Context: an optimization exercise on an open-source flow, tuned for small area. The choices shown serve that exercise and are no tape-out recipe. At most, simulation tests tie the RTL to the original design; equivalence was not proved. No driver is modelled on the clock port, so clocking that relies on it looks cheaper here than on a real chip. Power figures rest on the tool's default switching activity, not on a simulated workload.

// frame_dec_top
module frame_dec_top #(
    parameter logic [31:0] SYNC_WORD = 32'h1234_807F,
    parameter int          K_HASHES  = 5
) (
    input  logic        USER_CLK,
    input  logic        SYSTEM_RESET,
    input  logic        cs_i,
    input  logic [31:0] rx_data_i,
    output logic        synched_o,
    output logic        busy_o,
    output logic [7:0]  byte_o,
    output logic        byte_valid_o,
    output logic [31:0] frame_count_o
);
For scale: about 640 cells after synthesis, roughly 83 flip-flops, about 78 I/O pins, ~4800 um^2 of cells after synthesis.
==> flow/config.mk <==
export PLATFORM = sky130hd
export DESIGN_NAME = frame_dec_top
export DESIGN_NICKNAME = frame_dec_top
export VERILOG_FILES = /design/flow/design.v
export SDC_FILE = /design/flow/constraint.sdc
export NUM_CORES = 4
export LEC_CHECK = 0
export CAP_MARGIN = 0
export CORE_MARGIN = 2
export CORE_UTILIZATION = 40
export GPL_TIMING_DRIVEN = 0
export SLEW_MARGIN = 0
==> flow/constraint.sdc <==
create_clock -name core_clock -period 8.0 [get_ports {USER_CLK}]
set_input_delay 1.6000 -clock core_clock [delete_from_list [all_inputs] [get_ports {USER_CLK}]]
set_output_delay 1.6000 -clock core_clock [all_outputs]
set_load 0.01 [all_outputs]
standard.sh (not shown) runs the stock make flow with config.mk's settings and CLKGATE_MAP_FILE= SYNTH_SCRIPT=/design/flow/synth_recipe.tcl, a recipe that flattens the netlist after the stock synthesis.
==> flow/flow/run.sh <==
#!/bin/bash
# The standard layout with three changes:
#  - synthesis is the standard flow's own script, except that ABC maps the logic with
#    flow/abc_map.script, an area-oriented script, and adders are left to
#    ABC instead of being mapped to half-adder cells first (the registers
#    come from dfflibmap before ABC runs, so they are the standard
#    synthesis's)
#  - the port buffers use the smallest buffer cell
#  - the clock tree uses small buffers and no dummy loads, and after CTS
#    flow/cts_trim.tcl gives clkbuf_4 to the tree buffers whose flip-flop
#    clock pins keep a slew well under the limit with it
set -euo pipefail
W=$PWD
{
    echo 'proc synth {args} { yosys synth -nofsm -noshare {*}$args }'
    echo "proc abc {args} { set i [lsearch -exact \$args -script]; if {\$i >= 0} { lset args [expr {\$i + 1}] $W/flow/abc_map.script }; yosys abc {*}\$args }"
    tail -n +2 "$W/synth_recipe.tcl"
} > "$W/own_synth.tcl"
sed -e "s#SYNTH_SCRIPT=[^ ]*#SYNTH_SCRIPT=$W/own_synth.tcl#" \
    -e "s#CLKGATE_MAP_FILE= #CLKGATE_MAP_FILE= ADDER_MAP_FILE= #" "$W/standard.sh" > "$W/own_standard.sh"
grep -q "SYNTH_SCRIPT=$W/own_synth.tcl" "$W/own_standard.sh"
grep -q "ADDER_MAP_FILE= " "$W/own_standard.sh"
export BUFFER_PORTS_ARGS="-buffer_cell sky130_fd_sc_hd__buf_1"
export POST_CTS_TCL="$W/flow/cts_trim.tcl"
export CTS_ARGS="-sink_clustering_enable -repair_clock_nets -dont_use_dummy_load -root_buf sky130_fd_sc_hd__clkbuf_8 -buf_list sky130_fd_sc_hd__clkbuf_4"
bash "$W/own_standard.sh" > "$W/flow_standard.log" 2>&1
Other scripts of this flow, unchanged in this note and not shown: flow/flow/abc_map.script, flow/flow/cts_trim.tcl
The starting point went through all stages and came out clean.
==> next run, changes <==
--- a/flow/config.mk
+++ b/flow/config.mk
@@ -11,0 +12 @@
+export PLACE_DENSITY = 0.8
Clock power shrinks by about 4%. Power shrinks by 1.1%. Via count grows by 1.1%. Cell area barely changes. Sequential share of layout area hardly moves. Global-route usage shrinks by 1.7 points. Combinational power shrinks by about 0.9%. Sequential cell count stays the same. Clock skew hardly moves.


== job 2939 ==
frame_dec_top, a different RTL version from the one above (not shown whole).
Size: about 560 cells after synthesis, roughly 110 flip-flops, ~6000 µm² of cells after synthesis.
clock: 8.0 ns
lec_check: 0
cap_margin: 0
core_margin: 2
core_utilization: 50
place_density: 0.7
slew_margin: 0
==> flow/flow/run.sh <==
#!/bin/bash
# Standard layout with two changes: the smallest buffer cell on the port
# buffers, and a clock tree of small buffers without dummy loads
set -euo pipefail
export BUFFER_PORTS_ARGS="-buffer_cell sky130_fd_sc_hd__buf_1"
export CTS_ARGS="-sink_clustering_enable -repair_clock_nets -dont_use_dummy_load -root_buf sky130_fd_sc_hd__clkbuf_8 -buf_list sky130_fd_sc_hd__clkbuf_4"
bash standard.sh > flow_standard.log 2>&1
Job 2939 went all the way through synthesis, placement and routing and the layout is clean on timing, DRC and antenna.
#### Input delta (job 1835 over job 2939)
==> flow/flow/run.sh <==
#!/bin/bash
# The standard layout with three changes:
#  - synthesis is the standard flow's own script, except that ABC maps the logic with
#    flow/abc_map.script, an area-oriented script (the registers come from
#    dfflibmap before ABC runs, so they are the standard synthesis's)
#  - the port buffers use the smallest buffer cell
#  - the clock tree uses small buffers and no dummy loads
set -euo pipefail
W=$PWD
{
    echo 'proc synth {args} { yosys synth -nofsm -noshare {*}$args }'
    echo "proc abc {args} { set i [lsearch -exact \$args -script]; if {\$i >= 0} { lset args [expr {\$i + 1}] $W/flow/abc_map.script }; yosys abc {*}\$args }"
    tail -n +2 "$W/synth_recipe.tcl"
} > "$W/own_synth.tcl"
sed "s#SYNTH_SCRIPT=[^ ]*#SYNTH_SCRIPT=$W/own_synth.tcl#" "$W/standard.sh" > "$W/own_standard.sh"
grep -q "SYNTH_SCRIPT=$W/own_synth.tcl" "$W/own_standard.sh"
export BUFFER_PORTS_ARGS="-buffer_cell sky130_fd_sc_hd__buf_1"
export CTS_ARGS="-sink_clustering_enable -repair_clock_nets -dont_use_dummy_load -root_buf sky130_fd_sc_hd__clkbuf_8 -buf_list sky130_fd_sc_hd__clkbuf_4"
bash "$W/own_standard.sh" > "$W/flow_standard.log" 2>&1
==> flow/flow/abc_map.script (new file) <==
strash
&get -n
&st
&syn3
&dch -f
&put
amap -F 2 -A 8 -m
topo
dnsize -c
[summary]
- Result: PASS for each of job 1835 and job 2939
- Changes observed in job 1835 relative to job 2939: worst path setup slack after routing fell 0.016 ns; share of the final layout cell area in sequential cells up 2.6 points.
- Fraction of met2 tracks used by global routing | job 1835 above job 2939
- From job 2939 to job 1835, total of clock buffers placed in the layout did not move at all.
What job 9657 does differently from job 1835 at the input level:
- swapping 0.7 for 0.75 in PLACE_DENSITY
- swapping 0 for 20 in CAP_MARGIN
- swapping 0 for 20 in SLEW_MARGIN
- swapping 50 for 55 in CORE_UTILIZATION
==> flow/flow/run.sh <==
#!/bin/bash
# Standard layout with two changes: the smallest buffer cell on the port
# buffers, and a clock tree of a few clkbuf_8 cells without dummy loads
set -euo pipefail
export BUFFER_PORTS_ARGS="-buffer_cell sky130_fd_sc_hd__buf_1"
export CTS_ARGS="-sink_clustering_enable -repair_clock_nets -dont_use_dummy_load -buf_list sky130_fd_sc_hd__clkbuf_8 -sink_clustering_size 30 -sink_clustering_max_diameter 100"
bash standard.sh > flow_standard.log 2>&1
removed: flow/flow/abc_map.script
==> comparison <==
Per the comparison of job 9657 with job 1835, largest vdd supply drop picked up an extra 0.0072 mV, vias after detailed routing lost 73, adder-cell area share of the yosys netlist lost 0.89 points, wire length of the first global-routing pass picked up an extra 2.8%, parity-gate share of the synthesized area counting xor and xnor cells picked up an extra 0.44 points.
In job 9657, the minimum period implied by the final worst setup slack came out 0.026 ns above the value in job 1835.
Edits applied to the flow inputs when going from job 9657 to job 7189:
- CORE_UTILIZATION: 55 -> 50
- PLACE_DENSITY: 0.75 -> 0.7
- SLEW_MARGIN: 20 -> 0
- CAP_MARGIN: 20 -> 0
==> flow/flow/run.sh <==
#!/bin/bash
# The standard layout with three changes:
#  - synthesis is the standard flow's own script, except that ABC maps the logic with
#    flow/abc_map.script, an area-oriented script (the registers come from
#    dfflibmap before ABC runs, so they are the standard synthesis's)
#  - the port buffers use the smallest buffer cell
#  - the clock tree uses small buffers and no dummy loads
set -euo pipefail
W=$PWD
{
    echo 'proc synth {args} { yosys synth -nofsm -noshare {*}$args }'
    echo "proc abc {args} { set i [lsearch -exact \$args -script]; if {\$i >= 0} { lset args [expr {\$i + 1}] $W/flow/abc_map.script }; yosys abc {*}\$args }"
    tail -n +2 "$W/synth_recipe.tcl"
} > "$W/own_synth.tcl"
sed "s#SYNTH_SCRIPT=[^ ]*#SYNTH_SCRIPT=$W/own_synth.tcl#" "$W/standard.sh" > "$W/own_standard.sh"
grep -q "SYNTH_SCRIPT=$W/own_synth.tcl" "$W/own_standard.sh"
export BUFFER_PORTS_ARGS="-buffer_cell sky130_fd_sc_hd__buf_1"
export CTS_ARGS="-sink_clustering_enable -repair_clock_nets -dont_use_dummy_load -root_buf sky130_fd_sc_hd__clkbuf_8 -buf_list sky130_fd_sc_hd__clkbuf_4"
bash "$W/own_standard.sh" > "$W/flow_standard.log" 2>&1
==> flow/flow/abc_map.script (new file) <==
strash
&get -n
&st
&syn3
&syn3
&dch -f
&put
amap -F 2 -A 8 -m
topo
dnsize -c
==> comparison <==
- Lower post-layout utilization of the core among job 9657 and job 7189: job 7189
- Proportion of total power due to net switching essentially unchanged between job 9657 and job 7189.
- Commonest non-fill, non-tap cell in the layout = sky130_fd_sc_hd__buf_1: job 9657; commonest non-fill, non-tap cell in the layout = sky130_fd_sc_hd__o22ai_1: job 7189
- Aggregate global-route resource usage for job 7189 is lower than for job 9657.
- Portion of total power attributed to sequential cells for job 7189: 0.6 points up relative to job 9657
- Looking at worst slack on hold paths, job 7189 sits 0.0039 ns above job 9657.
- On job 7189: actual transition at the worst max-transition pin is 0.044 ns higher than what job 9657 gave.
No functional check of the RTL was part of any run of this note.

## static timing again, ports no longer ideal
The flow's constraints put no driver on any port. The routed layouts listed below were extracted and timed again, unchanged, in two steps.
Step 1: set_driving_cell puts a clkbuf_16 on USER_CLK and a buf_2 on each other input, an assumption about the parent block.
Step 2 times the ports against the registers' clock, not the clock port: input delays grow and output delays shrink by t, the midpoint of the rising clock arrivals with the driver on.
a / b / c = ideal / step 1 / step 2; a / b = the first two.
run	shift t [ns]	setup WS [ns]	hold WS [ns]	worst setup path after step 2
the first run of note 1	0.477	1.006 / 1.016 / 0.539	0.479 / 0.479 / 0.479	input to register
the second run of note 1	0.467	1.249 / 1.256 / 0.789	0.479 / 0.479 / 0.479	input to register
job 2939	0.413	0.451 / 0.461 / 0.048	0.487 / 0.487 / 0.487	input to register
job 1835	0.408	0.435 / 0.452 / 0.044	0.472 / 0.472 / 0.472	input to register
job 9657	0.417	0.409 / 0.424 / 0.006	0.482 / 0.482 / 0.482	input to register
job 7189	0.402	0.406 / 0.423 / 0.020	0.486 / 0.486 / 0.486	input to register
After both steps every run listed still meets setup and hold. For the first run of note 1, which loses most, drivers alone change the setup slack by +0.010 ns; drivers and shift together by -0.467 ns.
